Source: an optimization exercise on an open RTL-to-GDS flow (aim: small area and a short achievable clock period). Production flows keep margins and buffers that such runs may drop.
In this exercise RTL edits were held to simulation tests only and were not proved equivalent to the original.
Power figures rest on the tool's default switching activity, not on a simulated workload.

### design/flow/config.mk
export PLATFORM = sky130hd
export DESIGN_NAME = double_ended_queue
export DESIGN_NICKNAME = double_ended_queue
export VERILOG_FILES = /design/flow/design.v
export SDC_FILE = /design/flow/constraint.sdc
export NUM_CORES = 4
export LEC_CHECK = 0
export CAP_MARGIN = 20
export CORE_MARGIN = 2
export CORE_UTILIZATION = 40
export CTS_CLUSTER_DIAMETER = 80
export CTS_CLUSTER_SIZE = 30
export SETUP_SLACK_MARGIN = 2.2
export SLEW_MARGIN = 20
export TNS_END_PERCENT = 20
### design/flow/constraint.sdc
create_clock -name core_clock -period 4.2 [get_ports {clk}]
set_input_delay 0.8400 -clock core_clock [delete_from_list [all_inputs] [get_ports {clk}]]
set_output_delay 0.8400 -clock core_clock [all_outputs]
set_load 0.01 [all_outputs]
### design/flow/design.v
`default_nettype none
package deq_pkg;
  localparam int unsigned DATA_W   = 32;
  localparam int unsigned KIND_W   = 3;
  localparam int unsigned STATUS_W = 2;
  localparam int unsigned COUNT_W  = 5;
  localparam logic [KIND_W-1:0] KIND_PUSH_FRONT = 3'd0;
  localparam logic [KIND_W-1:0] KIND_PUSH_BACK  = 3'd1;
  localparam logic [KIND_W-1:0] KIND_POP_FRONT  = 3'd2;
  localparam logic [KIND_W-1:0] KIND_POP_BACK   = 3'd3;
  localparam logic [KIND_W-1:0] KIND_CLEAR      = 3'd4;
  localparam logic [STATUS_W-1:0] STATUS_DONE  = 2'd0;
  localparam logic [STATUS_W-1:0] STATUS_EMPTY = 2'd1;
  localparam logic [STATUS_W-1:0] STATUS_FULL  = 2'd2;
endpackage
`default_nettype wire
`default_nettype none
module deq_cell (
  input  wire                          clk,
  input  wire                          we,
  input  wire  [deq_pkg::DATA_W-1:0]   wdata,
  output logic [deq_pkg::DATA_W-1:0]   data
);
  always_ff @(posedge clk) begin
    if (we) data <= wdata;
  end
endmodule
`default_nettype wire
`default_nettype none
module double_ended_queue #(
  parameter int unsigned DEPTH = 16
) (
  input  wire                            clk,
  input  wire                            rst,
  input  wire                            req_valid,
  output logic                           req_ready,
  input  wire  [deq_pkg::KIND_W-1:0]     kind,
  input  wire  signed [deq_pkg::DATA_W-1:0] push_value,
  output logic                           rsp_valid,
  input  wire                            rsp_ready,
  output logic signed [deq_pkg::DATA_W-1:0] popped_value,
  output logic [deq_pkg::STATUS_W-1:0]   status,
  output logic [deq_pkg::COUNT_W-1:0]    count
);
  localparam int unsigned CNT_W = $clog2(DEPTH + 1);
  logic [deq_pkg::DATA_W-1:0] slot [DEPTH];
  logic [DEPTH-1:0]           we;
  logic [DEPTH-1:0]           rd_sel;
  logic [DEPTH-1:0]           front_oh;
  logic [DEPTH-1:0]           back_oh;
  logic [DEPTH-1:0]           front_dn;    
  logic [DEPTH-1:0]           front_up;    
  logic [DEPTH-1:0]           back_dn;
  logic [DEPTH-1:0]           back_up;
  logic [CNT_W-1:0]           held;
  logic [CNT_W-1:0]           held_next;
  logic                       full;
  logic                       empty;
  logic                       accept;
  logic                       is_push;
  logic                       is_pop;
  logic                       is_clear;
  logic                       push_ok;
  logic                       pop_ok;
  logic                       wr_front;
  logic                       wr_back;
  logic [deq_pkg::DATA_W-1:0] popped_next;
  assign req_ready = !rsp_valid || rsp_ready;
  assign accept    = req_valid && req_ready;
  assign is_push  = (kind[2:1] == 2'b00);
  assign is_pop   = (kind[2:1] == 2'b01);
  assign is_clear = (kind == deq_pkg::KIND_CLEAR);
  assign full     = held[CNT_W-1];
  assign push_ok  = is_push && !full;
  assign pop_ok   = is_pop && !empty;
  assign wr_front = accept && push_ok && !kind[0];
  assign wr_back  = accept && push_ok && kind[0];
  assign front_dn = {front_oh[0], front_oh[DEPTH-1:1]};
  assign front_up = {front_oh[DEPTH-2:0], front_oh[DEPTH-1]};
  assign back_dn  = {back_oh[0], back_oh[DEPTH-1:1]};
  assign back_up  = {back_oh[DEPTH-2:0], back_oh[DEPTH-1]};
  genvar gi;
  generate
    for (gi = 0; gi < DEPTH; gi++) begin : g_slot
      assign we[gi]     = (wr_front && front_dn[gi]) || (wr_back && back_up[gi]);
      assign rd_sel[gi] = kind[0] ? back_oh[gi] : front_oh[gi];
      deq_cell u_cell (
        .clk   (clk),
        .we    (we[gi]),
        .wdata (push_value),
        .data  (slot[gi])
      );
    end
  endgenerate
  always_comb begin
    popped_next = '0;
    for (int i = 0; i < DEPTH; i++) begin
      popped_next = popped_next | (slot[i] & {deq_pkg::DATA_W{rd_sel[i]}});
    end
    popped_next = popped_next & {deq_pkg::DATA_W{pop_ok}};
  end
  always_comb begin
    held_next = held;
    if (push_ok)       held_next = held + 1'b1;
    else if (pop_ok)   held_next = held - 1'b1;
    else if (is_clear) held_next = '0;
  end
  always_ff @(posedge clk) begin
    if (rst) begin
      front_oh  <= DEPTH'(1);
      back_oh   <= DEPTH'(1) << (DEPTH - 1);
      held      <= '0;
      empty     <= 1'b1;
      rsp_valid <= 1'b0;
    end else begin
      if (accept) begin
        rsp_valid <= 1'b1;
        held      <= held_next;
        empty     <= (held_next == '0);
        if (push_ok) begin
          if (kind[0]) back_oh  <= back_up;
          else         front_oh <= front_dn;
        end else if (pop_ok) begin
          if (kind[0]) back_oh  <= back_dn;
          else         front_oh <= front_up;
        end else if (is_clear) begin
          back_oh <= front_dn;
        end
      end else if (rsp_ready) begin
        rsp_valid <= 1'b0;
      end
    end
  end
  always_ff @(posedge clk) begin
    if (accept) begin
      popped_value <= popped_next;
      status[1]    <= is_push && full;
      status[0]    <= is_pop && empty;
    end
  end
  assign count = held;
endmodule
`default_nettype wire
### design/flow/run.sh
#!/bin/bash
# synth_recipe.tcl (not shown) runs the flow's synth.tcl, then flattens the netlist and writes it again
# the make line also repeats each setting of config.mk as NAME=value (left out here)
make -C /OpenROAD-flow-scripts/flow DESIGN_CONFIG=/design/flow/config.mk WORK_HOME=/design/flow/orfs CLKGATE_MAP_FILE= SYNTH_SCRIPT=/design/flow/synth_recipe.tcl finish
==> flow_summary.json, run 1 <==
{
  "status": "no timing/DRC/antenna violations",
  "clock.fmax_mhz": 472,
  "finalWirelength_um": 71400,
  "hold_start": "held[4]$_SDFFE_PP0P_",
  "startpoint": "popped_value[9]$_DFFE_PP_",
  "dpl.hpwl_um": 28100,
  "async_flop_share_pct": 0,
  "holdCritPathClass": "flip-flop to flip-flop",
  "cap_violations": 0,
  "synth_area_leader_cell": "edfxtp_1",
  "diodes": 0,
  "grt_pass1_wl_um": 98500,
  "ys_ff_latch": 585,
  "die_w_um": 239,
  "fillers": 4546,
  "holdWs_ps": 524,
  "rsz0062_at_grt": "yes",
  "timing.rr.start": "back_oh[14]$_SDFFE_PP0P_",
  "vias": 13700,
  "power_leakage_nw": 8.14,
  "area_growth_pct": 17.5,
  "rows": 86,
  "synth_ff_type": "edfxtp_1",
  "synthDistinctLibCells": 49,
  "multi_input_area_um2": 5310,
  "final-seq-area_um2": 17200,
  "relSlewSlack_pct": 46.6,
  "irDropWorstVdd_v": 0.000306,
  "final_nets": 1446,
  "ys_top_cells_by_count": "546 x edfxtp_1, 100 x a22oi_1, 89 x nand2_1",
  "critical_path_buf_inv_count": 1,
  "h-tree-depth": 1,
  "dieArea_um2": 57200,
  "final_hold_viol_count": 0,
  "drcViolationCount": 0,
  "grt_pass1_vias": 12900,
  "synth_cells": 1273,
  "crit_family": "flip-flops",
  "drtIter0Drc": 2122,
  "grt_max_degree": 40,
  "tightestPinTransition_ps": 801,
  "crit_required_ps": 3360,
  "cp_slowest_cell": "edfxtp_1",
  "start_kind": "flip-flop",
  "path_clk_slew_ps": 110,
  "synth_area_um2": 22100,
  "synth_edf_count": 546,
  "slew_violations": 0,
  "fin_crit_sh_pct": 50.5,
  "holdBufCountCts": 0,
  "finalClockSkew_ps": 29.7,
  "crit_path_max_incr_delay_ps": 480,
  "avgSynthCellArea_um2": 17.4,
  "yosys_warnings": 3,
  "worst-setup-path-type": "flip-flop to output pin",
  "setup_viol": 0,
  "die_h_um": 239,
  "cts.sinks": 585,
  "cts_max_path_buffers": 3,
  "grt_overflow": 0,
  "finalCriticalPeriod_ps": 2120,
  "drt-vias-per-instance": 6.44,
  "io-pin-count": 80,
  "setup_tns_ps": 0,
  "place_congestion": 0.748,
  "cts_tree": "built",
  "yosysMostFrequentCell": "edfxtp_1",
  "arrival_ps": 1280,
  "portBuffers": 79,
  "ant_nets": 0,
  "fin_util_pct": 47.4,
  "wl_per_cell_um": 33.7,
  "drt_first_pass_iters": 5,
  "start_util_pct": 40.3,
  "syn_nets": 1314,
  "end_kind": "output pin",
  "ctsRootBufferMaster": "clkbuf_16",
  "power_density_nw_per_um2": 401,
  "cp_max_fo": 1,
  "core_um2": 54900,
  "clk_latency_ps": 620,
  "crit_chain": "buf_2",
  "antenna_found_initial": 1,
  "grt_usage_pct": 24.3,
  "synth_area_leaders": "edfxtp_1 74%, dfxtp_1 3.5%, a22oi_1 3.4%",
  "synth_seq_area_share_pct": 77.6,
  "synth_top_area_share_pct": 74.1,
  "cts_inserted_buffers": 26,
  "drive_above_1_share_pct": 20.4
}
stage by stage:
stage | cells | area [µm²] | worst slack [ps] | total power [W]
after global routing | 2120 | 26000 | 2070 | 0.0107
final | 2120 | 26000 | 2080 | 0.0104
after CTS | 2107 | 25800 | 2040 | 0.0104
after floorplan | 1273 | 22300 | 1400 | 0.00696
after global placement | 2003 | 23800 | 791 | 0.00723
after detailed placement | 2003 | 23800 | 753 | 0.00724
flip-flops by register name (all words and copies together), names as in the netlist:
signal,cells
held,5
empty,1
rsp_valid,1
back_oh,16
g_slot.u_cell.data,512
popped_value,32
front_oh,16
status,2
report_power, final:
group | total (W) | internal (W) | switching [W]
Sequential | 0.00649 | 0.00642 | 0.0000616
Clock | 0.00313 | 0.00126 | 0.00187
Combinational | 0.000809 | 0.000308 | 0.000501
metal layers:
layer	part of all wire [%]	global-route usage, %
met4	4.4	9.45
met1	38	32.6
met2	47	39.6
met5	0.018	0
met3	11	4.41
repair_timing:
action / in CTS / in global routing
buffers inserted: 34 / 9
resized for setup: 166 / 75
pin swaps: 17 / 11
cloned: 31 / 4
setup endpoints to repair: 657 / 179
path summary, 6_finish.rpt:
check | to | slack [ps] | cells after the start
max | popped_value[9] | 2080 | 1
min | held[4]$_SDFFE_PP0P_ | 520 | 2
max reg2reg | popped_value[3]$_DFFE_PP_ | 2180 | 5
min reg2reg | held[4]$_SDFFE_PP0P_ | 520 | 2
logic make-up (layout without fill, tap and decap cells):
group	Yosys count	after routing	share of synthesized area (%)
buf+inv	87	203	2.60
compound gates	354	354	13.4
flops	585	585	77.6
mux	32	59	1.74
fa+ha+maj	2	2	0.113
simple gates	213	213	4.52
final cells by class:
type,count,share of cell area [%]
clock buffer,27,2.52
timing repair buffer,160,6.79
tap,704,3.39
clock inverter,12,0.683
sequential,585,66.1
inverter,4,0.0722
multi-input combinational,628,20.4
layout by cell type (no fill, tap or decap), types with 26 or more instances in the layout:
cell and count:
a221oi_1 36, a221oi_2 42, a22o_1 78, a22oi_1 100, and3_1 26, buf_4 42
clkbuf_16 27, clkdlybuf4s50_1 32, dfxtp_1 27, edfxtp_1 546, nand2_1 87, nor2_1 33
==> run 2, diff against run 1 <==
--- a/design/flow/config.mk
+++ b/design/flow/config.mk
@@ -7,9 +7,10 @@
 export LEC_CHECK = 0
 export CAP_MARGIN = 20
 export CORE_MARGIN = 2
-export CORE_UTILIZATION = 40
+export CORE_UTILIZATION = 58
 export CTS_CLUSTER_DIAMETER = 80
 export CTS_CLUSTER_SIZE = 30
+export PLACE_DENSITY = 0.82
 export SETUP_SLACK_MARGIN = 2.2
 export SLEW_MARGIN = 20
 export TNS_END_PERCENT = 20
==> run 2 against run 1 <==
Clock skew shrank 5.3 ps. Sequential share of layout area grew 1.2 points. Sequential power is essentially flat. Maximum frequency grew 0.32%. First-iteration DRC count grew 26%. Synthesized cell count is the same. Critical endpoint is now popped_value[17].
==> flow_summary.json, run 2 <==
{
  "reg2reg_slack_ps": 2140,
  "synth_cells": 1273,
  "end_kind": "output pin",
  "layout_commonest_cell": "edfxtp_1",
  "ys_top_cells_by_count": "546 x edfxtp_1, 100 x a22oi_1, 89 x nand2_1",
  "cts.sinks": 585,
  "top_register": "g_slot.u_cell.data",
  "crit_chain": "dlygate4sd2_1",
  "fin_util_pct": 67.8,
  "final_nets": 1439,
  "drt-vias-per-instance": 7.36,
  "synth_compound_area_share_pct": 13.4,
  "drt_first_pass_iters": 8,
  "tightestPinTransition_ps": 725,
  "synth_xor_xnor_area_share_pct": 0,
  "synth_area_leaders": "edfxtp_1 74%, dfxtp_1 3.5%, a22oi_1 3.4%",
  "place_congestion": 0.807,
  "synth_top_family_by_area": "compound AO/OA/AOI/OAI gates",
  "io-pin-count": 80,
  "timing.rr.start": "front_oh[1]$_SDFFE_PP0P_",
  "synth_seq_area_share_pct": 77.6,
  "rsz0062_at_grt": "yes",
  "synth_area_um2": 22100,
  "ys_ff_latch": 585,
  "antenna_found_initial": 2,
  "gr-max-usage-layer": "met2",
  "p_total_w": 0.0102,
  "finalCriticalPeriod_ps": 2110,
  "cap_violations": 0,
  "rows": 71,
  "setup_viol": 0,
  "power_density_nw_per_um2": 397,
  "drtIter0Drc": 2682,
  "synth_top_area_share_pct": 74.1,
  "grt_pass1_vias": 13700,
  "start_util_pct": 58.8,
  "final_hold_viol_count": 0,
  "syn_nets": 1314,
  "cp_max_fo": 1,
  "dpl.hpwl_um": 27100,
  "grt_use_met1_pct": 44.4,
  "critical_path_buf_inv_count": 1,
  "grtUsageMet3_pct": 10.3,
  "grt_overflow": 0,
  "holdCritPathClass": "flip-flop to flip-flop",
  "drcViolationCount": 0,
  "final_cells": 1921,
  "cp_slowest_cell": "edfxtp_1",
  "power.internal_w": 0.00785,
  "power_leakage_nw": 8.05,
  "yosysMostFrequentCell": "edfxtp_1",
  "met2_usage_pct": 52.7,
  "clockPowerShare_pct": 28.3,
  "vias": 14100,
  "setup_tns_ps": 0,
  "p_switching_w": 0.00230,
  "relSlewSlack_pct": 51.5,
  "core_um2": 37700,
  "h-tree-depth": 1,
  "cts_tree": "built",
  "synth-simple-area-share_pct": 4.52,
  "irDropWorstVdd_v": 0.000313,
  "path_depth": 1,
  "power_frac_comb_pct": 7.8,
  "synth_ff_type": "edfxtp_1",
  "ant_nets": 0,
  "yosys_warnings": 3,
  "r2r_end": "popped_value[29]$_DFFE_PP_",
  "crit_path_max_incr_delay_ps": 390,
  "holdBufCountCts": 0,
  "drive_above_1_share_pct": 18.7,
  "clk_latency_ps": 580,
  "synth_edf_count": 546,
  "grt_pass1_wl_um": 96000,
  "crit_family": "flip-flops",
  "place_inst": 1808,
  "swShare_pct": 22.7,
  "startpoint": "popped_value[17]$_DFFE_PP_",
  "most-common-layout-cells": "546 x edfxtp_1, 99 x a22oi_1, 87 x nand2_1, 78 x a22o_1, 40 x a221oi_1",
  "clock.fmax_mhz": 473,
  "dieArea_um2": 39800,
  "async_flop_share_pct": 0,
  "status": "no timing/DRC/antenna violations",
  "finalWirelength_um": 69000,
  "finalClockSkew_ps": 24.4,
  "path_clk_slew_ps": 120,
  "top_regs": "g_slot.u_cell.data (512), popped_value (32)",
  "synth_area_leader_cell": "edfxtp_1",
  "portBuffers": 79,
  "r2r_cells": 5,
  "critPathCapture": "popped_value[17]",
  "crit_required_ps": 3360,
  "ctsRootBufferMaster": "clkbuf_16",
  "holdWs_ps": 514,
  "arrival_ps": 1270,
  "area_growth_pct": 15.4,
  "slew_violations": 0,
  "synthMuxAreaShare_pct": 1.74,
  "cts_inserted_buffers": 24,
  "die_w_um": 199,
  "avgSynthCellArea_um2": 17.4,
  "start_kind": "flip-flop",
  "worst-setup-path-type": "flip-flop to output pin",
  "pwr-share-seq_pct": 63.9,
  "die_h_um": 199,
  "synthAdderAreaFrac_pct": 0.113,
  "cts_max_path_buffers": 3,
  "largest_register_ffs": 512,
  "grt_usage_pct": 34.5,
  "grt_max_degree": 49,
  "wl_per_cell_um": 35.9,
  "fin_crit_sh_pct": 50.3,
  "synthDistinctLibCells": 49
}
run 2: changes by cell type in the layout (fill, tap and decap cells not counted), moves of 4 or more:
cell	previous run	this run
buf_4	42	37
clkbuf_1	1	6
a221oi_1	36	40
a31oi_1	22	26
a31oi_2	5	1
clkbuf_2	18	14
mux2_2	4	0
run 2: logic make-up (layout without fill, tap and decap cells):
kind of cell | count (synthesis) | in the layout
AOI/OAI and AO/OA | 354 | 354
adders and majority gates | 2 | 2
buffers and inverters | 87 | 202
DFF | 585 | 585
muxes | 32 | 53
other | 0 | 1
and+or+nand+nor | 213 | 213
run 2: worst min path at each step:
| stage | from | to | slack, ps | cells after the start |
|---|---|---|---|---|
| after floorplan | back_oh[12]$_SDFFE_PP0P_ | back_oh[12]$_SDFFE_PP0P_ | 470 | 2 |
| after global placement | back_oh[10]$_SDFFE_PP0P_ | back_oh[10]$_SDFFE_PP0P_ | 500 | 2 |
| after detailed placement | back_oh[8]$_SDFFE_PP0P_ | back_oh[8]$_SDFFE_PP0P_ | 500 | 2 |
| after CTS | held[3]$_SDFFE_PP0P_ | held[3]$_SDFFE_PP0P_ | 520 | 2 |
| after global routing | held[2]$_SDFFE_PP0P_ | held[2]$_SDFFE_PP0P_ | 550 | 2 |
| final | held[2]$_SDFFE_PP0P_ | held[2]$_SDFFE_PP0P_ | 510 | 2 |
run 2: timing repair:
item,CTS,global route
setup buffers,36,9
pin swaps,11,6
cloned,26,4
endpoints found under the setup margin,657,139
gates resized for setup,173,58
run 2: power by group through the flow:
| stage | Combinational (W) | Clock [W] | Sequential [W] |
|---|---|---|---|
| after CTS | 0.000724 | 0.00280 | 0.00648 |
| final | 0.000788 | 0.00288 | 0.00649 |
| after floorplan | 0.000359 | 0 | 0.00660 |
| after detailed placement | 0.000624 | 0 | 0.00660 |
| after global routing | 0.000809 | 0.00302 | 0.00649 |
| after global placement | 0.000606 | 0 | 0.00660 |
run 2: stage by stage:
stage,area [µm²],setup WS (ps)
floorplan,22300,1400
global placement,23500,838
detailed placement,23500,813
CTS,25400,2090
global route,25500,2080
finish,25500,2090
run 2: layout make-up:
cell class,instances,area [µm²]
Clock inverter,6,57.6
Timing Repair Buffer,161,1830
Inverter,4,18.8
Antenna cell,1,2.50
Sequential cell,585,17200
Tap cell,511,639
Fill cell,2355,12100
Multi-Input combinational cell,622,5150
Clock buffer,31,648
run 2: layer usage:
layer / vias to the layer above / routed length (µm)
met5: - / 13
met4: 2 / 4720
met3: 350 / 10600
met2: 1491 / 31500
met1: 6827 / 22100
li1: 5475 / -
==> run 3, diff against run 2 <==
--- a/design/flow/config.mk
+++ b/design/flow/config.mk
@@ -7,10 +7,10 @@
 export LEC_CHECK = 0
 export CAP_MARGIN = 20
 export CORE_MARGIN = 2
-export CORE_UTILIZATION = 58
+export CORE_UTILIZATION = 50
 export CTS_CLUSTER_DIAMETER = 80
 export CTS_CLUSTER_SIZE = 30
-export PLACE_DENSITY = 0.82
-export SETUP_SLACK_MARGIN = 2.2
+export PLACE_DENSITY = 0.75
+export SETUP_SLACK_MARGIN = 1.95
 export SLEW_MARGIN = 20
 export TNS_END_PERCENT = 20
==> run 3 against run 2 <==
Still clean on timing, DRC and antenna. Maximum frequency decreased by 8.3%. Global-route usage decreased by 11 points. Hold slack worse by 8.3 ps. First-iteration DRC count down 31%. Cell count rose by 0.88%. Utilization down 11 points. Largest cell class unchanged.
==> flow_summary.json, run 3 <==
{
  "status": "no timing/DRC/antenna violations",
  "cp_max_fo": 1,
  "drcViolationCount": 0,
  "largest_register_ffs": 512,
  "area_growth_pct": 12.0,
  "syn_nets": 1314,
  "power_leakage_nw": 7.90,
  "yosysMostFrequentCell": "edfxtp_1",
  "holdWs_ps": 506,
  "finalClockSkew_ps": 38.8,
  "start_kind": "flip-flop",
  "final_hold_viol_count": 0,
  "synth_cells": 1273,
  "cts_inserted_buffers": 24,
  "timing.rr.start": "front_oh[7]$_SDFFE_PP0P_",
  "grt_overflow": 0,
  "place_inst": 1889,
  "reg2reg_slack_ps": 2080,
  "drt-vias-per-instance": 6.61,
  "path_depth": 1,
  "ys_top_cells_by_count": "546 x edfxtp_1, 100 x a22oi_1, 89 x nand2_1",
  "dpl.hpwl_um": 27300,
  "drive_above_1_share_pct": 12.0,
  "crit_family": "buffers and inverters",
  "synth_area_um2": 22100,
  "holdCritPathClass": "flip-flop to flip-flop",
  "synth_top_area_share_pct": 74.1,
  "top_register": "g_slot.u_cell.data",
  "final_nets": 1381,
  "p_total_w": 0.00991,
  "relSlewSlack_pct": 29.4,
  "vias": 12800,
  "synth_area_leader_cell": "edfxtp_1",
  "fin_crit_sh_pct": 54.9,
  "yosys_warnings": 3,
  "r2r_cells": 5,
  "crit_chain": "clkdlybuf4s50_1",
  "setup_tns_ps": 0,
  "power_density_nw_per_um2": 400,
  "synth_area_leaders": "edfxtp_1 74%, dfxtp_1 3.5%, a22oi_1 3.4%",
  "place_congestion": 0.759,
  "wl_per_cell_um": 29.8,
  "ant_nets": 0,
  "cts.sinks": 585,
  "portBuffers": 79,
  "synth_ff_type": "edfxtp_1",
  "cts_max_path_buffers": 3,
  "grt_max_degree": 40,
  "finalWirelength_um": 57800,
  "die_w_um": 214,
  "synth_seq_area_share_pct": 77.6,
  "antenna_found_initial": 1,
  "avgSynthCellArea_um2": 17.4,
  "crit_path_max_incr_delay_ps": 530,
  "final_cells": 1938,
  "startpoint": "popped_value[25]$_DFFE_PP_",
  "io-pin-count": 80,
  "top_regs": "g_slot.u_cell.data (512), popped_value (32)",
  "worst-setup-path-type": "flip-flop to output pin",
  "cap_violations": 0,
  "clk_latency_ps": 590,
  "core_um2": 43900,
  "drtIter0Drc": 1863,
  "slew_violations": 0,
  "grt_pass1_wl_um": 81600,
  "rows": 77,
  "h-tree-depth": 1,
  "cp_slowest_cell": "clkdlybuf4s50_1",
  "finalCriticalPeriod_ps": 2300,
  "start_util_pct": 50.4,
  "layout_commonest_cell": "edfxtp_1",
  "crit_required_ps": 3360,
  "end_kind": "output pin",
  "rsz0062_at_grt": "yes",
  "dieArea_um2": 46000,
  "r2r_end": "popped_value[26]$_DFFE_PP_",
  "most-common-layout-cells": "546 x edfxtp_1, 100 x a22oi_1, 87 x nand2_1, 78 x a22o_1, 48 x a221oi_1",
  "irDropWorstVdd_v": 0.000309,
  "critPathCapture": "popped_value[25]",
  "arrival_ps": 1460,
  "setup_viol": 0,
  "synthDistinctLibCells": 49,
  "holdBufCountCts": 0,
  "grt_usage_pct": 23.8,
  "tightestPinTransition_ps": 1060,
  "ys_ff_latch": 585,
  "clock.fmax_mhz": 434,
  "ctsRootBufferMaster": "clkbuf_16",
  "diodes": 0,
  "synth_edf_count": 546,
  "drt_first_pass_iters": 5,
  "die_h_um": 214,
  "cts_tree": "built",
  "grt_pass1_vias": 12300,
  "critical_path_buf_inv_count": 1,
  "async_flop_share_pct": 0,
  "fin_util_pct": 56.4,
  "path_clk_slew_ps": 110
}
## run 3: per-stage QoR
| step | setup WS (ps) | cell area (µm²) |
|---|---|---|
| 6_report | 1900 | 24800 |
| 5_1_grt | 1870 | 24800 |
| 4_1_cts | 1750 | 24500 |
| 3_5_place_dp | 753 | 23600 |
| 3_3_place_gp | 762 | 23600 |
| 2_1_floorplan | 1400 | 22300 |
## run 3: cell families after synthesis
| logic type | after synthesis | share of synthesized area, % |
|---|---|---|
| flops | 585 | 77.6 |
| compound gates | 354 | 13.4 |
| simple gates | 213 | 4.52 |
| buf+inv | 87 | 2.60 |
| mux | 32 | 1.74 |
| fa+ha+maj | 2 | 0.113 |
## run 3: metal layers
layer,GRT usage [%],routed length (µm),part of all wire (%)
met4,7.11,1730,3.0
met3,3.39,6010,10
met2,39.9,28400,49
met1,32.6,21700,38
met5,0,0,0
## run 3: worst min-delay path by stage
| stage | cells past startpoint | slack, ps | end | from |
|---|---|---|---|---|
| global route | 2 | 540 | held[3]$_SDFFE_PP0P_ | held[3]$_SDFFE_PP0P_ |
| finish | 2 | 510 | held[3]$_SDFFE_PP0P_ | held[3]$_SDFFE_PP0P_ |
| floorplan | 2 | 470 | back_oh[12]$_SDFFE_PP0P_ | back_oh[12]$_SDFFE_PP0P_ |
| detailed placement | 2 | 500 | back_oh[2]$_SDFFE_PP0P_ | back_oh[2]$_SDFFE_PP0P_ |
| CTS | 2 | 520 | back_oh[2]$_SDFFE_PP0P_ | back_oh[2]$_SDFFE_PP0P_ |
| global placement | 2 | 500 | back_oh[2]$_SDFFE_PP0P_ | back_oh[2]$_SDFFE_PP0P_ |
## run 3: area by class of cell
| type | instances | area (µm²) |
|---|---|---|
| clock buffers | 24 | 601 |
| clock inverters | 8 | 75.1 |
| fillers | 3267 | 19100 |
| inverters | 4 | 18.8 |
| multi-input cells | 607 | 4740 |
| flip-flops and latches | 585 | 17200 |
| well taps | 592 | 741 |
| repair buffers | 118 | 1420 |
## run 3: power by group
group          internal (W)  total (W)  leakage [nW]  switching (W)
sequential          0.00642    0.00648          5.27      0.0000506
combinational      0.000254   0.000684          2.30       0.000430
clock               0.00107    0.00275         0.328        0.00168
total               0.00775    0.00991          7.90        0.00216
## run 3: repair_timing
item	CTS	global route
cloned	2	4
buffers inserted	7	4
pin swaps	4	1
endpoints found under the setup margin	623	262
resized for setup	42	49
endpoints found under the hold margin	0	0
==> run 4, diff against run 3 <==
--- a/design/flow/config.mk
+++ b/design/flow/config.mk
@@ -11,6 +11,6 @@
 export CTS_CLUSTER_DIAMETER = 80
 export CTS_CLUSTER_SIZE = 30
 export PLACE_DENSITY = 0.75
-export SETUP_SLACK_MARGIN = 1.95
+export SETUP_SLACK_MARGIN = 2.35
 export SLEW_MARGIN = 20
-export TNS_END_PERCENT = 20
+export TNS_END_PERCENT = 10
==> run 4 against run 3 <==
Cell area grew 6.1%. Combinational power grew 26%. Clock skew shrank 15 ps. Sequential share of layout area shrank 3.9 points. Synthesized area is the same. Largest cell class unchanged. Still clean on timing, DRC and antenna. Synthesized cell count is the same.
==> flow_summary.json, run 4 <==
{
  "status": "no timing/DRC/antenna violations",
  "rows": 77,
  "finalWirelength_um": 69800,
  "end_kind": "output pin",
  "r2r_end": "popped_value[17]$_DFFE_PP_",
  "place_inst": 1889,
  "dieArea_um2": 46000,
  "synth_cells": 1273,
  "most-common-layout-cells": "546 x edfxtp_1, 94 x a22oi_1, 87 x nand2_1, 78 x a22o_1, 76 x buf_4",
  "relSlewSlack_pct": 24.2,
  "ys_ff_latch": 585,
  "whs_path_depth": 2,
  "vias": 14300,
  "layout_commonest_cell": "edfxtp_1",
  "grt_overflow": 0,
  "tightestPinTransition_ps": 1140,
  "setup_tns_ps": 0,
  "final_cells": 2054,
  "largest_register_ffs": 512,
  "portBuffers": 79,
  "area_growth_pct": 18.8,
  "start_util_pct": 50.4,
  "grt_pass1_wl_um": 93700,
  "hold_start": "held[2]$_SDFFE_PP0P_",
  "yosysMostFrequentCell": "edfxtp_1",
  "syn_nets": 1314,
  "drcViolationCount": 0,
  "setup_viol": 0,
  "finalCriticalPeriod_ps": 2120,
  "h-tree-depth": 1,
  "place_congestion": 0.759,
  "rsz0062_at_grt": "yes",
  "crit_chain": "buf_2",
  "finalClockSkew_ps": 23.7,
  "r2r_cells": 5,
  "worst_slack_ps": 2080,
  "clk_latency_ps": 590,
  "drt-vias-per-instance": 6.96,
  "ctsRootBufferMaster": "clkbuf_16",
  "dpl.hpwl_um": 27300,
  "cts_inserted_buffers": 24,
  "synth_area_leader_cell": "edfxtp_1",
  "ant_nets": 0,
  "clock.fmax_mhz": 472,
  "synth_area_leaders": "edfxtp_1 74%, dfxtp_1 3.5%, a22oi_1 3.4%",
  "drt_first_pass_iters": 9,
  "ys_top_cells_by_count": "546 x edfxtp_1, 100 x a22oi_1, 89 x nand2_1",
  "grt_usage_pct": 28.1,
  "crit_family": "flip-flops",
  "wl_per_cell_um": 34.0,
  "final_hold_viol_count": 0,
  "fin_crit_sh_pct": 50.4,
  "crit_path_max_incr_delay_ps": 500,
  "die_w_um": 214,
  "cts_max_path_buffers": 3,
  "top_regs": "g_slot.u_cell.data (512), popped_value (32)",
  "dp_slack_ps": 753,
  "cap_violations": 0,
  "cts.sinks": 585,
  "irDropWorstVdd_v": 0.000306,
  "holdCritPathClass": "flip-flop to flip-flop",
  "min_to": "held[2]$_SDFFE_PP0P_",
  "reg2reg_slack_ps": 2170,
  "design_area_um2": 26300,
  "crit_required_ps": 3360,
  "synth_seq_area_share_pct": 77.6,
  "place_area_um2": 23600,
  "timing.rr.start": "back_oh[11]$_SDFFE_PP0P_",
  "synth_top_area_share_pct": 74.1,
  "synthDistinctLibCells": 49,
  "slew_violations": 0,
  "top_register": "g_slot.u_cell.data",
  "drive_above_1_share_pct": 25.5,
  "critical_path_buf_inv_count": 1,
  "power_density_nw_per_um2": 385,
  "synth_area_um2": 22100,
  "power_leakage_nw": 8.41,
  "async_flop_share_pct": 0,
  "drtIter0Drc": 2366,
  "antenna_found_initial": 2,
  "start_kind": "flip-flop",
  "grt_max_degree": 40,
  "synth_edf_count": 546,
  "io-pin-count": 80,
  "avgSynthCellArea_um2": 17.4,
  "cts_tree": "built",
  "core_um2": 43900,
  "cp_slowest_cell": "edfxtp_1",
  "final_nets": 1496,
  "synth_ff_type": "edfxtp_1",
  "holdWs_ps": 525,
  "grt_pass1_vias": 13400,
  "path_clk_slew_ps": 110,
  "cp_max_fo": 1,
  "worst-setup-path-type": "flip-flop to output pin",
  "die_h_um": 214,
  "yosys_warnings": 3,
  "arrival_ps": 1280
}
[run 4: cell count changes in the layout (fill, tap and decap cells not counted), sizes merged]
cell	delta
diode	+1
clkdlybuf4s50	-10
or3	+1
bufbuf	+2
buf	+110
dlygate4sd2	-1
dlymetal6s2s	-30
mux2	+21
clkbuf	+22
[run 4: worst min-delay path, delay by kind of cell, from the launching register on]
| kind | cells | cell delay [ps] |
|---|---|---|
| flops | 1 | 390 |
| compound gates | 1 | 50 |
| simple gates | 1 | 60 |
[run 4: repair_timing]
| item | in CTS | in global routing |
|---|---|---|
| hold buffers | 0 | 0 |
| setup endpoints to repair | 657 | 620 |
| pin swaps | 22 | 28 |
| resized for setup | 204 | 121 |
| gates cloned | 27 | 11 |
| buffers inserted | 46 | 48 |
[run 4: per-layer routing]
layer | vias to the layer above | wire (µm) | GRT usage (%) | share of wire, %
li1 | 5617 | - | - | -
met1 | 7008 | 22900 | 36.1 | 33
met2 | 1357 | 31800 | 44.6 | 46
met3 | 316 | 10500 | 6.75 | 15
met4 | 2 | 4620 | 15.2 | 6.6
met5 | - | 13 | 0 | 0.019
[run 4: layout make-up]
type | count | area [µm²]
diodes | 1 | 2.50
clock buffers | 24 | 601
clock inverters | 8 | 75.1
fillers | 3033 | 17600
inverters | 4 | 18.8
multi-input cells | 629 | 5360
flip-flops and latches | 585 | 17200
well taps | 592 | 741
repair buffers | 211 | 2280
[run 4: how the worst max path moves through the flow]
stage                                    startpoint                            endpoint  slack [ps]  cells after the start
after floorplan                           rsp_ready  g_slot[0].u_cell.data[0]$_DFFE_PP_        1400                      6
final                     popped_value[8]$_DFFE_PP_                     popped_value[8]        2080                      1
after global placement                      kind[0]          popped_value[13]$_DFFE_PP_         760                      7
after detailed placement                    kind[0]          popped_value[17]$_DFFE_PP_         750                      7
after CTS                 popped_value[8]$_DFFE_PP_                     popped_value[8]        2100                      1
after global routing      popped_value[8]$_DFFE_PP_                     popped_value[8]        2070                      1
[run 4: power by group]
part	internal [W]	leakage (nW)	switching [W]
Sequential	0.00643	5.28	0.0000678
Clock	0.00107	0.328	0.00171
Combinational	0.000346	2.80	0.000516
Total	0.00784	8.41	0.00229
[run 4: cell families after synthesis]
logic type	after synthesis	synth area share [%]
flip-flops	585	77.6
buffers and inverters	87	2.60
adder cells (fa/ha/maj)	2	0.113
AO/OA/AOI/OAI	354	13.4
multiplexers	32	1.74
AND/OR/NAND/NOR	213	4.52
[run 4: stage by stage]
step / total power (W) / util [%]
floorplan: 0.00696 / -
global placement: 0.00722 / 53.8
detailed placement: 0.00724 / 53.8
CTS: 0.00999 / 58.2
global route: 0.0103 / 59.9
finish: 0.0101 / 59.9
==> run 5, diff against run 4 <==
--- a/design/flow/config.mk
+++ b/design/flow/config.mk
@@ -10,7 +10,8 @@
 export CORE_UTILIZATION = 50
 export CTS_CLUSTER_DIAMETER = 80
 export CTS_CLUSTER_SIZE = 30
+export GPL_ROUTABILITY_DRIVEN = 0
 export PLACE_DENSITY = 0.75
-export SETUP_SLACK_MARGIN = 2.35
+export SETUP_SLACK_MARGIN = 2.2
 export SLEW_MARGIN = 20
-export TNS_END_PERCENT = 10
+export TNS_END_PERCENT = 20
==> run 5 against run 4 <==
Clock-buffer cell count stayed put. Synthesized area unchanged. Combinational power fell by 9.7%. Clock power hardly changed. Sequential share of layout area increased by 1.8 points. Global-route usage shrank 1.5 points. Hold slack lost 12 ps. Critical path depth is the same. Synthesized cell count stayed put. Sequential power about the same. Cell area decreased by 2.9%. Worst setup slack got worse by 8.1 ps.
==> flow_summary.json, run 5 <==
{
  "status": "no timing/DRC/antenna violations",
  "cp_max_fo": 1,
  "synth_xor_xnor_area_share_pct": 0,
  "r2r_end": "popped_value[1]$_DFFE_PP_",
  "timing.rr.start": "front_oh[3]$_SDFFE_PP0P_",
  "ys_ff_latch": 585,
  "power_leakage_nw": 8.01,
  "grt_usage_pct": 26.6,
  "fin_crit_sh_pct": 50.6,
  "critical_path_buf_inv_count": 1,
  "synth_top_family_by_area": "compound AO/OA/AOI/OAI gates",
  "finalCriticalPeriod_ps": 2130,
  "start_util_pct": 50.4,
  "synth_compound_area_share_pct": 13.4,
  "crit_required_ps": 3360,
  "synthMuxAreaShare_pct": 1.74,
  "syn_nets": 1314,
  "reg2reg_slack_ps": 2150,
  "layout_commonest_cell": "edfxtp_1",
  "drt-vias-per-instance": 6.84,
  "async_flop_share_pct": 0,
  "synth_area_leader_cell": "edfxtp_1",
  "rows": 77,
  "synth_area_leaders": "edfxtp_1 74%, dfxtp_1 3.5%, a22oi_1 3.4%",
  "top_register": "g_slot.u_cell.data",
  "crit_chain": "buf_2",
  "finalWirelength_um": 64400,
  "path_depth": 1,
  "antenna_found_initial": 0,
  "setup_tns_ps": 0,
  "synth-simple-area-share_pct": 4.52,
  "cts_inserted_buffers": 24,
  "clk_latency_ps": 590,
  "worst-setup-path-type": "flip-flop to output pin",
  "die_w_um": 214,
  "final_nets": 1441,
  "cts_max_path_buffers": 3,
  "startpoint": "popped_value[8]$_DFFE_PP_",
  "clock.fmax_mhz": 470,
  "finalClockSkew_ps": 32.5,
  "grt_pass1_wl_um": 89500,
  "final_hold_viol_count": 0,
  "rsz0062_at_grt": "yes",
  "relSlewSlack_pct": 24.6,
  "synth_edf_count": 546,
  "dieArea_um2": 46000,
  "drive_above_1_share_pct": 19.1,
  "power_density_nw_per_um2": 393,
  "drtIter0Drc": 2040,
  "worst_slack_ps": 2070,
  "synth_ff_type": "edfxtp_1",
  "most-common-layout-cells": "546 x edfxtp_1, 99 x a22oi_1, 87 x nand2_1, 78 x a22o_1, 48 x buf_4",
  "vias": 13700,
  "fin_util_pct": 58.2,
  "die_h_um": 214,
  "grt_max_degree": 40,
  "io-pin-count": 80,
  "yosys_warnings": 3,
  "ys_top_cells_by_count": "546 x edfxtp_1, 100 x a22oi_1, 89 x nand2_1",
  "yosysMostFrequentCell": "edfxtp_1",
  "cts_tree": "built",
  "crit_family": "flip-flops",
  "area_growth_pct": 15.4,
  "grt_overflow": 0,
  "core_um2": 43900,
  "synthAdderAreaFrac_pct": 0.113,
  "drt_first_pass_iters": 6,
  "h-tree-depth": 1,
  "grt_pass1_vias": 12900,
  "ctsRootBufferMaster": "clkbuf_16",
  "slew_violations": 0,
  "wl_per_cell_um": 32.2,
  "start_kind": "flip-flop",
  "synthDistinctLibCells": 49,
  "ant_nets": 0,
  "avgSynthCellArea_um2": 17.4,
  "drcViolationCount": 0,
  "end_kind": "output pin",
  "path_clk_slew_ps": 110,
  "irDropWorstVdd_v": 0.000291,
  "cts.sinks": 585,
  "synth_area_um2": 22100,
  "top_regs": "g_slot.u_cell.data (512), popped_value (32)",
  "dp_slack_ps": 753,
  "synth_seq_area_share_pct": 77.6,
  "crit_path_max_incr_delay_ps": 510,
  "holdCritPathClass": "flip-flop to flip-flop",
  "dpl.hpwl_um": 27300,
  "p_total_w": 0.0100,
  "r2r_cells": 4,
  "design_area_um2": 25600,
  "tightestPinTransition_ps": 1130,
  "portBuffers": 79,
  "cp_slowest_cell": "edfxtp_1",
  "arrival_ps": 1290,
  "synth_top_area_share_pct": 74.1,
  "place_area_um2": 23600,
  "setup_viol": 0,
  "largest_register_ffs": 512,
  "cap_violations": 0,
  "synth_cells": 1273,
  "critPathCapture": "popped_value[8]"
}
## run 5: layout make-up
type	instances	area, µm²
Fill cell	3163	18400
Sequential cell	585	17200
Multi-Input combinational cell	621	5130
Timing Repair Buffer	164	1790
Tap cell	592	741
Clock buffer	24	601
Clock inverter	8	75.1
Inverter	4	18.8
Antenna cell	1	2.50
## run 5: layer usage
layer / wire length (µm) / GRT usage [%]
met2: 30300 / 43.4
met4: 3520 / 11.6
met5: 0 / 0
met3: 8370 / 4.70
met1: 22200 / 35.4
## run 5: how the worst min path moves through the flow
| stage | from | endpoint | slack (ps) | cells after the start |
|---|---|---|---|---|
| 6_report | held[3]$_SDFFE_PP0P_ | held[3]$_SDFFE_PP0P_ | 510 | 2 |
| 5_1_grt | held[3]$_SDFFE_PP0P_ | held[3]$_SDFFE_PP0P_ | 540 | 2 |
| 4_1_cts | held[3]$_SDFFE_PP0P_ | held[3]$_SDFFE_PP0P_ | 500 | 2 |
| 3_5_place_dp | back_oh[2]$_SDFFE_PP0P_ | back_oh[2]$_SDFFE_PP0P_ | 500 | 2 |
| 3_3_place_gp | back_oh[2]$_SDFFE_PP0P_ | back_oh[2]$_SDFFE_PP0P_ | 500 | 2 |
| 2_1_floorplan | back_oh[12]$_SDFFE_PP0P_ | back_oh[12]$_SDFFE_PP0P_ | 470 | 2 |
## run 5: cells by family after synthesis
logic type	Yosys count
and+or+nand+nor	213
DFF	585
muxes	32
adders and majority gates	2
buffers and inverters	87
AOI/OAI and AO/OA	354
## run 5: repair_timing
item	4_1_cts	5_1_grt
cloned	19	5
pin swaps	11	9
hold buffers	0	0
buffers inserted	36	17
setup endpoints to repair	657	224
gates resized for setup	170	66
## run 5: metrics by stage
| stage | instances | hold WS, ps |
|---|---|---|
| after global placement | 1889 | 503 |
| after global routing | 1998 | 538 |
| after floorplan | 1273 | 471 |
| after CTS | 1976 | 502 |
| final | 1999 | 512 |
| after detailed placement | 1889 | 504 |
## run 5: report_power, final
| part | switching, W | internal, W | leakage [nW] | total [W] |
|---|---|---|---|---|
| clock | 0.00169 | 0.00107 | 0.328 | 0.00276 |
| combinational | 0.000477 | 0.000301 | 2.41 | 0.000778 |
| sequential | 0.0000638 | 0.00643 | 5.27 | 0.00649 |
==> run 6, diff against run 5 <==
--- a/design/flow/config.mk
+++ b/design/flow/config.mk
@@ -10,7 +10,6 @@
 export CORE_UTILIZATION = 50
 export CTS_CLUSTER_DIAMETER = 80
 export CTS_CLUSTER_SIZE = 30
-export GPL_ROUTABILITY_DRIVEN = 0
 export PLACE_DENSITY = 0.75
 export SETUP_SLACK_MARGIN = 2.2
 export SLEW_MARGIN = 20
==> run 6 against run 5 <==
Still clean. Cell area did not move. Clock-buffer cell count unchanged. Synthesized area unchanged. Clock skew is the same. Worst setup slack did not move. Largest cell class unchanged.
==> flow_summary.json, run 6 <==
{
  "cts_tree": "built",
  "cts_inserted_buffers": 24,
  "crit_family": "flip-flops",
  "final_nets": 1441,
  "finalCriticalPeriod_ps": 2130,
  "antenna_found_initial": 0,
  "finalClockSkew_ps": 32.5,
  "area_growth_pct": 15.4,
  "rows": 77,
  "cp_slowest_cell": "edfxtp_1",
  "end_kind": "output pin",
  "critical_path_buf_inv_count": 1,
  "place_congestion": 0.759,
  "ys_ff_latch": 585,
  "synth_area_leader_cell": "edfxtp_1",
  "start_util_pct": 50.4,
  "synth_ff_type": "edfxtp_1",
  "crit_required_ps": 3360,
  "synth_cells": 1273,
  "finalWirelength_um": 64400,
  "dieArea_um2": 46000,
  "drcViolationCount": 0,
  "rsz0062_at_grt": "yes",
  "power_density_nw_per_um2": 393,
  "yosys_warnings": 3,
  "path_clk_slew_ps": 110,
  "status": "no timing/DRC/antenna violations",
  "layout_commonest_cell": "edfxtp_1",
  "synth_seq_area_share_pct": 77.6,
  "fillers": 3163,
  "cts.sinks": 585,
  "top_regs": "g_slot.u_cell.data (512), popped_value (32)",
  "dpl.hpwl_um": 27300,
  "crit_chain": "buf_2",
  "portBuffers": 79,
  "avgSynthCellArea_um2": 17.4,
  "ys_top_cells_by_count": "546 x edfxtp_1, 100 x a22oi_1, 89 x nand2_1",
  "drt-vias-per-instance": 6.84,
  "die_w_um": 214,
  "holdBufCountCts": 0,
  "drt_first_pass_iters": 6,
  "p_total_w": 0.0100,
  "cp_max_fo": 1,
  "wl_per_cell_um": 32.2,
  "final_hold_viol_count": 0,
  "crit_path_max_incr_delay_ps": 510,
  "drive_above_1_share_pct": 19.1,
  "grt_max_degree": 40,
  "tightestPinTransition_ps": 1130,
  "drtIter0Drc": 2040,
  "synth_top_area_share_pct": 74.1,
  "synth_area_leaders": "edfxtp_1 74%, dfxtp_1 3.5%, a22oi_1 3.4%",
  "grt_pass1_vias": 12900,
  "ctsRootBufferMaster": "clkbuf_16",
  "cap_violations": 0,
  "async_flop_share_pct": 0,
  "grt_usage_pct": 26.6,
  "h-tree-depth": 1,
  "fin_crit_sh_pct": 50.6,
  "core_um2": 43900,
  "yosysMostFrequentCell": "edfxtp_1",
  "setup_viol": 0,
  "top_register": "g_slot.u_cell.data",
  "die_h_um": 214,
  "io-pin-count": 80,
  "arrival_ps": 1290,
  "worst-setup-path-type": "flip-flop to output pin",
  "clk_latency_ps": 590,
  "holdCritPathClass": "flip-flop to flip-flop",
  "irDropWorstVdd_v": 0.000291,
  "largest_register_ffs": 512,
  "grt_pass1_wl_um": 89500,
  "synth_area_um2": 22100,
  "relSlewSlack_pct": 24.6,
  "synth_edf_count": 546,
  "multi_input_area_um2": 5130,
  "vias": 13700,
  "slew_violations": 0,
  "most-common-layout-cells": "546 x edfxtp_1, 99 x a22oi_1, 87 x nand2_1, 78 x a22o_1, 48 x buf_4",
  "cts_max_path_buffers": 3,
  "grt_overflow": 0,
  "synthDistinctLibCells": 49,
  "clock.fmax_mhz": 470,
  "setup_tns_ps": 0,
  "power_leakage_nw": 8.01,
  "final-seq-area_um2": 17200,
  "start_kind": "flip-flop",
  "ant_nets": 0,
  "syn_nets": 1314
}
run 6: worst paths after layout:
path | startpoint | slack [ps] | cells past startpoint | end
setup / recovery | popped_value[8]$_DFFE_PP_ | 2070 | 1 | popped_value[8]
hold / removal | held[3]$_SDFFE_PP0P_ | 510 | 2 | held[3]$_SDFFE_PP0P_
setup reg to reg | front_oh[3]$_SDFFE_PP0P_ | 2150 | 4 | popped_value[1]$_DFFE_PP_
hold reg to reg | held[3]$_SDFFE_PP0P_ | 510 | 2 | held[3]$_SDFFE_PP0P_
run 6: layout make-up:
type	instances	area share, %
timing repair buffer	164	6.99
antenna	1	0.00979
clock inverter	8	0.294
clock buffer	24	2.35
sequential	585	67.3
inverter	4	0.0735
tap	592	2.90
multi-input combinational	621	20.1
run 6: cell families (layout without fill, tap and decap cells):
group / count (synthesis) / in the layout / synth area share (%)
adders and majority gates: 2 / 2 / 0.113
and+or+nand+nor: 213 / 214 / 4.52
buffers and inverters: 87 / 200 / 2.60
AOI/OAI and AO/OA: 354 / 354 / 13.4
other: 0 / 1 / 0
muxes: 32 / 51 / 1.74
DFF: 585 / 585 / 77.6
run 6: metrics by stage:
stage,cell area [µm²],hold slack (ps),instances,worst slack (ps),util [%]
final,25600,512,1999,2070,58.2
after global placement,23600,503,1889,762,53.8
after global routing,25500,538,1998,2060,58.2
after detailed placement,23600,504,1889,753,53.8
after CTS,25200,502,1976,2090,57.4
after floorplan,22300,471,1273,1400,-
run 6: routing by layer:
metal  vias up  wire, µm  global-route usage, %
met5         -         0                      0
met4         0      3520                   11.6
met3       228      8370                   4.70
met2      1206     30300                   43.4
met1      6754     22200                   35.4
li1       5486         -                      -
run 6: worst min-delay path: cells and delay by family, from the launching register on:
family           cells  cell delay, ps
flip-flops           1             360
AND/OR/NAND/NOR      1              60
AO/OA/AOI/OAI        1              60
run 6: what timing repair did:
action	CTS	global route
setup endpoints to repair	657	224
gates cloned	19	5
setup buffers	36	17
resized for setup	170	66
pin swaps	11	9
run 6: where the power goes:
| part | switching, W | internal [W] | total, W |
|---|---|---|---|
| clock network | 0.00169 | 0.00107 | 0.00276 |
| registers | 0.0000638 | 0.00643 | 0.00649 |
| logic | 0.000477 | 0.000301 | 0.000778 |
==> run 7, diff against run 6 <==
--- a/design/flow/config.mk
+++ b/design/flow/config.mk
@@ -8,6 +8,7 @@
 export CAP_MARGIN = 20
 export CORE_MARGIN = 2
 export CORE_UTILIZATION = 50
+export CTS_BUF_LIST = sky130_fd_sc_hd__clkbuf_16
 export CTS_CLUSTER_DIAMETER = 80
 export CTS_CLUSTER_SIZE = 30
 export PLACE_DENSITY = 0.75
==> run 7 against run 6 <==
Still clean. Largest power group unchanged. Combinational power about the same. Wire length unchanged. First-iteration DRC count unchanged. Die area unchanged. Sequential power about the same. Maximum frequency unchanged. Worst setup slack unchanged.
==> flow_summary.json, run 7 <==
{
  "status": "no timing/DRC/antenna violations",
  "io-pin-count": 80,
  "crit_path_max_incr_delay_ps": 510,
  "irDropWorstVdd_v": 0.000291,
  "place_inst": 1889,
  "cts.sinks": 585,
  "setup_tns_ps": 0,
  "ys_top_cells_by_count": "546 x edfxtp_1, 100 x a22oi_1, 89 x nand2_1",
  "start_kind": "flip-flop",
  "relSlewSlack_pct": 24.6,
  "drtIter0Drc": 2040,
  "synth_seq_area_share_pct": 77.6,
  "area_growth_pct": 15.4,
  "grt_max_degree": 40,
  "top_regs": "g_slot.u_cell.data (512), popped_value (32)",
  "final_nets": 1441,
  "clk_latency_ps": 590,
  "dpl.hpwl_um": 27300,
  "power_leakage_nw": 8.01,
  "place_congestion": 0.759,
  "crit_required_ps": 3360,
  "arrival_ps": 1290,
  "drive_above_1_share_pct": 19.1,
  "rsz0062_at_grt": "yes",
  "grt_overflow": 0,
  "grt_usage_pct": 26.6,
  "slew_violations": 0,
  "antenna_found_initial": 0,
  "portBuffers": 79,
  "finalClockSkew_ps": 32.5,
  "synth_ff_type": "edfxtp_1",
  "h-tree-depth": 1,
  "layout_commonest_cell": "edfxtp_1",
  "synth_top_family_by_area": "compound AO/OA/AOI/OAI gates",
  "dieArea_um2": 46000,
  "synthDistinctLibCells": 49,
  "swShare_pct": 22.3,
  "synth_xor_xnor_area_share_pct": 0,
  "yosys_warnings": 3,
  "ctsRootBufferMaster": "clkbuf_16",
  "syn_nets": 1314,
  "final_hold_viol_count": 0,
  "largest_register_ffs": 512,
  "grt_pass1_vias": 12900,
  "drt-vias-per-instance": 6.84,
  "cts_max_path_buffers": 3,
  "end_kind": "output pin",
  "wl_per_cell_um": 32.2,
  "core_um2": 43900,
  "yosysMostFrequentCell": "edfxtp_1",
  "finalWirelength_um": 64400,
  "cts_tree": "built",
  "synthMuxAreaShare_pct": 1.74,
  "holdWs_ps": 512,
  "die_h_um": 214,
  "holdCritPathClass": "flip-flop to flip-flop",
  "vias": 13700,
  "synth_edf_count": 546,
  "cp_max_fo": 1,
  "synth_compound_area_share_pct": 13.4,
  "power_frac_comb_pct": 7.8,
  "fin_crit_sh_pct": 50.6,
  "critical_path_buf_inv_count": 1,
  "top_register": "g_slot.u_cell.data",
  "synth_area_leader_cell": "edfxtp_1",
  "synth_cells": 1273,
  "ys_ff_latch": 585,
  "synth-simple-area-share_pct": 4.52,
  "pwr-share-seq_pct": 64.7,
  "synthAdderAreaFrac_pct": 0.113,
  "setup_viol": 0,
  "clockPowerShare_pct": 27.5,
  "drcViolationCount": 0,
  "fin_util_pct": 58.2,
  "die_w_um": 214,
  "cts_inserted_buffers": 24,
  "finalCriticalPeriod_ps": 2130,
  "path_clk_slew_ps": 110,
  "cp_slowest_cell": "edfxtp_1",
  "worst-setup-path-type": "flip-flop to output pin",
  "clock.fmax_mhz": 470,
  "synth_area_um2": 22100,
  "rows": 77,
  "power.internal_w": 0.00779,
  "crit_chain": "buf_2",
  "synth_top_area_share_pct": 74.1,
  "cap_violations": 0,
  "avgSynthCellArea_um2": 17.4,
  "p_switching_w": 0.00224,
  "ant_nets": 0,
  "most-common-layout-cells": "546 x edfxtp_1, 99 x a22oi_1, 87 x nand2_1, 78 x a22o_1, 48 x buf_4",
  "grt_pass1_wl_um": 89500,
  "start_util_pct": 50.4,
  "power_density_nw_per_um2": 393,
  "synth_area_leaders": "edfxtp_1 74%, dfxtp_1 3.5%, a22oi_1 3.4%",
  "crit_family": "flip-flops",
  "tightestPinTransition_ps": 1130,
  "final_cells": 1999,
  "drt_first_pass_iters": 6,
  "async_flop_share_pct": 0
}
## run 7: logic make-up (layout without fill, tap and decap cells)
kind of cell | Yosys count | after routing
AOI/OAI and AO/OA | 354 | 354
and+or+nand+nor | 213 | 214
adders and majority gates | 2 | 2
muxes | 32 | 51
DFF | 585 | 585
other | 0 | 1
buffers and inverters | 87 | 200
## run 7: metal layers
metal  global-route usage (%)  up-vias  share of wire, %
li1                         -     5486                 -
met1                     35.4     6754                34
met2                     43.4     1206                47
met3                     4.70      228                13
met4                     11.6        0               5.5
met5                        0        -                 0
## run 7: area by class of cell
class	count	area, µm²
Tap cell	592	741
Clock inverter	8	75.1
Fill cell	3163	18400
Timing Repair Buffer	164	1790
Sequential cell	585	17200
Clock buffer	24	601
Antenna cell	1	2.50
Inverter	4	18.8
Multi-Input combinational cell	621	5130
## run 7: worst min-delay path, cell delays in order, from the launching register on
cell and delay (ps):
dfxtp_2 360, nand2_1 60, a21oi_1 60
## run 7: per-stage QoR
step                total power (W)  area, µm²  setup WS [ps]
global placement            0.00722      23600            762
finish                       0.0100      25600           2070
detailed placement          0.00724      23600            753
floorplan                   0.00696      22300           1400
CTS                         0.00995      25200           2090
global route                 0.0103      25500           2060
## run 7: power groups by stage
stage	registers [W]	clock network, W	logic (W)
floorplan	0.00660	0	0.000359
global placement	0.00660	0	0.000618
detailed placement	0.00660	0	0.000634
CTS	0.00648	0.00276	0.000714
global route	0.00649	0.00295	0.000807
finish	0.00649	0.00276	0.000778
## run 7: worst paths after layout
kind | from | to | slack, ps | cells after the start
worst max-delay path | popped_value[8]$_DFFE_PP_ | popped_value[8] | 2070 | 1
worst min-delay path | held[3]$_SDFFE_PP0P_ | held[3]$_SDFFE_PP0P_ | 510 | 2
worst max register to register | front_oh[3]$_SDFFE_PP0P_ | popped_value[1]$_DFFE_PP_ | 2150 | 4
worst min register to register | held[3]$_SDFFE_PP0P_ | held[3]$_SDFFE_PP0P_ | 510 | 2
## run 7: timing repair
item | in CTS | in global routing
pin swaps | 11 | 9
gates resized for setup | 170 | 66
hold buffers | 0 | 0
gates cloned | 19 | 5
setup endpoints to repair | 657 | 224
setup buffers | 36 | 17
==> run 8, diff against run 7 <==
--- a/design/flow/config.mk
+++ b/design/flow/config.mk
@@ -8,9 +8,8 @@
 export CAP_MARGIN = 20
 export CORE_MARGIN = 2
 export CORE_UTILIZATION = 50
-export CTS_BUF_LIST = sky130_fd_sc_hd__clkbuf_16
-export CTS_CLUSTER_DIAMETER = 80
-export CTS_CLUSTER_SIZE = 30
+export CTS_CLUSTER_DIAMETER = 60
+export CTS_CLUSTER_SIZE = 22
 export PLACE_DENSITY = 0.75
 export SETUP_SLACK_MARGIN = 2.2
 export SLEW_MARGIN = 20
==> run 8 against run 7 <==
Clock skew fell by 7.5 ps. Clock-buffer cell count rose by 13. Global-route usage rose by 1.2 points. Combinational power rose by 7.5%. Synthesized area did not move. Wire length rose by 10%. Worst setup slack got worse by 58 ps. Maximum frequency fell by 2.7%. First-iteration DRC count rose by 22%. Critical path type is now primary input to flip-flop. Critical endpoint is now popped_value[0]$_DFFE_PP_.
==> flow_summary.json, run 8 <==
{
  "fillers": 3028,
  "ys_top_cells_by_count": "546 x edfxtp_1, 100 x a22oi_1, 89 x nand2_1",
  "ys_ff_latch": 585,
  "cts.sinks": 585,
  "cp_max_fo": 13,
  "clk_latency_ps": 560,
  "io-pin-count": 80,
  "portBuffers": 79,
  "end_kind": "flip-flop",
  "layout_commonest_cell": "edfxtp_1",
  "dpl.hpwl_um": 27300,
  "antenna_found_initial": 2,
  "grt_overflow": 0,
  "holdWs_ps": 500,
  "cap_violations": 0,
  "finalWirelength_um": 70900,
  "swShare_pct": 22.4,
  "final_nets": 1474,
  "synth_ff_type": "edfxtp_1",
  "path_clk_slew_ps": 80,
  "setup_tns_ps": 0,
  "cts_inserted_buffers": 35,
  "wl_per_cell_um": 34.8,
  "relSlewSlack_pct": 27.2,
  "slew_violations": 0,
  "finalClockSkew_ps": 25.0,
  "clockPowerShare_pct": 33.0,
  "power_density_nw_per_um2": 414,
  "drive_above_1_share_pct": 21.8,
  "p_total_w": 0.0110,
  "r2r_end": "popped_value[0]$_DFFE_PP_",
  "synth_area_leader_cell": "edfxtp_1",
  "p_switching_w": 0.00246,
  "die_h_um": 214,
  "whs_path_depth": 2,
  "h-tree-depth": 2,
  "pwr-share-seq_pct": 59.3,
  "largest_register_ffs": 512,
  "fin_crit_sh_pct": 52.0,
  "drcViolationCount": 0,
  "synth_area_um2": 22100,
  "power.internal_w": 0.00849,
  "rsz0062_at_grt": "yes",
  "power_frac_comb_pct": 7.6,
  "most-common-layout-cells": "546 x edfxtp_1, 90 x a22oi_1, 87 x nand2_1, 78 x a22o_1, 54 x buf_4",
  "synth_edf_count": 546,
  "synth_top_area_share_pct": 74.1,
  "finalCriticalPeriod_ps": 2180,
  "grt_pass1_vias": 13200,
  "setup_viol": 0,
  "vias": 14300,
  "grt_pass1_wl_um": 92300,
  "arrival_ps": 2480,
  "synthDistinctLibCells": 49,
  "grt_max_degree": 40,
  "top_regs": "g_slot.u_cell.data (512), popped_value (32)",
  "min_to": "held[3]$_SDFFE_PP0P_",
  "irDropWorstVdd_v": 0.000287,
  "worst-setup-path-type": "primary input to flip-flop",
  "r2r_cells": 5,
  "final_hold_viol_count": 0,
  "timing.rr.start": "front_oh[2]$_SDFFE_PP0P_",
  "synth_seq_area_share_pct": 77.6,
  "holdBufCountCts": 0,
  "async_flop_share_pct": 0,
  "core_um2": 43900,
  "synth_cells": 1273,
  "die_w_um": 214,
  "ant_nets": 0,
  "drt_first_pass_iters": 8,
  "drt-vias-per-instance": 7.01,
  "start_util_pct": 50.4,
  "yosys_warnings": 3,
  "reg2reg_slack_ps": 2110,
  "clock.fmax_mhz": 458,
  "top_register": "g_slot.u_cell.data",
  "hold_start": "held[3]$_SDFFE_PP0P_",
  "rows": 77,
  "syn_nets": 1314,
  "dieArea_um2": 46000,
  "ctsRootBufferMaster": "clkbuf_16",
  "crit_required_ps": 4490,
  "cts_max_path_buffers": 3,
  "yosysMostFrequentCell": "edfxtp_1",
  "startpoint": "kind[0]",
  "avgSynthCellArea_um2": 17.4,
  "status": "no timing/DRC/antenna violations",
  "holdCritPathClass": "flip-flop to flip-flop",
  "area_growth_pct": 19.5,
  "tightestPinTransition_ps": 1090,
  "start_kind": "primary input",
  "cts_tree": "built",
  "synth_area_leaders": "edfxtp_1 74%, dfxtp_1 3.5%, a22oi_1 3.4%",
  "power_leakage_nw": 8.43,
  "drtIter0Drc": 2494,
  "place_congestion": 0.759,
  "grt_usage_pct": 27.8
}
run 8: logic make-up (layout without fill, tap and decap cells):
group / after synthesis / count (layout) / synth area share [%]
buf+inv: 87 / 231 / 2.60
fa+ha+maj: 2 / 2 / 0.113
other cells: 0 / 3 / 0
simple gates: 213 / 214 / 4.52
mux: 32 / 58 / 1.74
flops: 585 / 585 / 77.6
compound gates: 354 / 354 / 13.4
run 8: worst max-delay path, stage by stage:
cell and delay (ps):
clkbuf_16 180, buf_4 210, mux2_4 460, buf_12 200
a221oi_2 390, a31oi_1 170
run 8: stage by stage:
| stage | cells | area (µm²) | util, % | worst slack, ps |
|---|---|---|---|---|
| floorplan | 1273 | 22300 | - | 1400 |
| global placement | 1889 | 23600 | 53.8 | 762 |
| detailed placement | 1889 | 23600 | 53.8 | 753 |
| CTS | 1987 | 25700 | 58.4 | 2110 |
| global route | 2037 | 26400 | 60.2 | 2090 |
| finish | 2039 | 26500 | 60.2 | 2020 |
run 8: worst max-delay path by stage:
stage | endpoint | slack, ps | depth (start not counted)
3_5_place_dp | popped_value[17]$_DFFE_PP_ | 750 | 7
6_report | popped_value[0]$_DFFE_PP_ | 2020 | 6
2_1_floorplan | g_slot[0].u_cell.data[0]$_DFFE_PP_ | 1400 | 6
5_1_grt | count[3] | 2090 | 1
3_3_place_gp | popped_value[13]$_DFFE_PP_ | 760 | 7
4_1_cts | popped_value[30] | 2110 | 1
run 8: cell type report:
class | instances | area, µm² | area share, %
well taps | 592 | 741 | 2.80
inverters | 4 | 18.8 | 0.0709
multi-input cells | 628 | 5370 | 20.3
repair buffers | 179 | 2040 | 7.73
diodes | 3 | 7.51 | 0.0284
flip-flops and latches | 585 | 17200 | 65.0
clock buffers | 37 | 926 | 3.50
clock inverters | 11 | 146 | 0.553
run 8: what timing repair did:
item | CTS | global route
pin swaps | 9 | 20
setup buffers | 30 | 36
hold endpoints to repair | 0 | 0
gates cloned | 20 | 13
endpoints found under the setup margin | 657 | 155
resized for setup | 169 | 55
run 8: power by group through the flow:
stage,Combinational (W),Sequential (W),Clock (W)
2_1_floorplan,0.000359,0.00660,0
3_3_place_gp,0.000618,0.00660,0
3_5_place_dp,0.000634,0.00660,0
4_1_cts,0.000717,0.00648,0.00361
5_1_grt,0.000861,0.00650,0.00379
6_report,0.000836,0.00650,0.00362
run 8: per-layer routing:
metal  share of wire, %  wire length [µm]  global-route usage [%]
met4                7.8              5520                    15.4
met5                  0                 0                       0
met3                 15             10800                    6.64
met1                 32             22900                    35.8
met2                 45             31700                    43.8

==> what the ideal ports hide <==
No port has a modelled driver above. Below, the same layouts with a new extraction and two added sets of constraints.
Step 1 (the two cells are an assumption about what drives the block):
set clk [get_ports {clk}]
set_driving_cell -lib_cell sky130_fd_sc_hd__clkbuf_16 $clk
set_driving_cell -lib_cell sky130_fd_sc_hd__buf_2 [delete_from_list [all_inputs] $clk]
Step 2 adds t to the input delays and takes it off the output delays; t is the mean of the earliest and latest rising clock arrival at the registers after step 1. Input paths then give back, and output paths get back, about the clock's delay inside the block.
Three values: ideal ports, drivers, drivers and shift; two values: the first two.
run | shift t [ns] | slack for setup (ns) | worst setup path at the end | worst slew at a driven data input, ns
run 1 | 0.667 | 2.080 / 1.971 / 1.304 | input to register | 0.20
run 2 | 0.629 | 2.087 / 2.032 / 1.419 | input to register | 0.16
run 3 | 0.629 | 1.896 / 1.838 / 1.316 | input to register | 0.08
run 4 | 0.638 | 2.082 / 1.975 / 1.337 | input to register | 0.28
run 5 | 0.636 | 2.074 / 1.968 / 1.332 | input to register | 0.22
run 6 | 0.636 | 2.074 / 1.968 / 1.332 | input to register | 0.22
run 7 | 0.636 | 2.074 / 1.968 / 1.332 | input to register | 0.22
run 8 | 0.615 | 2.016 / 1.864 / 1.249 | input to register | 0.21
After both steps every run listed still meets setup and hold. The setup slack of run 1, which loses most, moves by -0.109 ns with the drivers and by -0.776 ns with both steps.
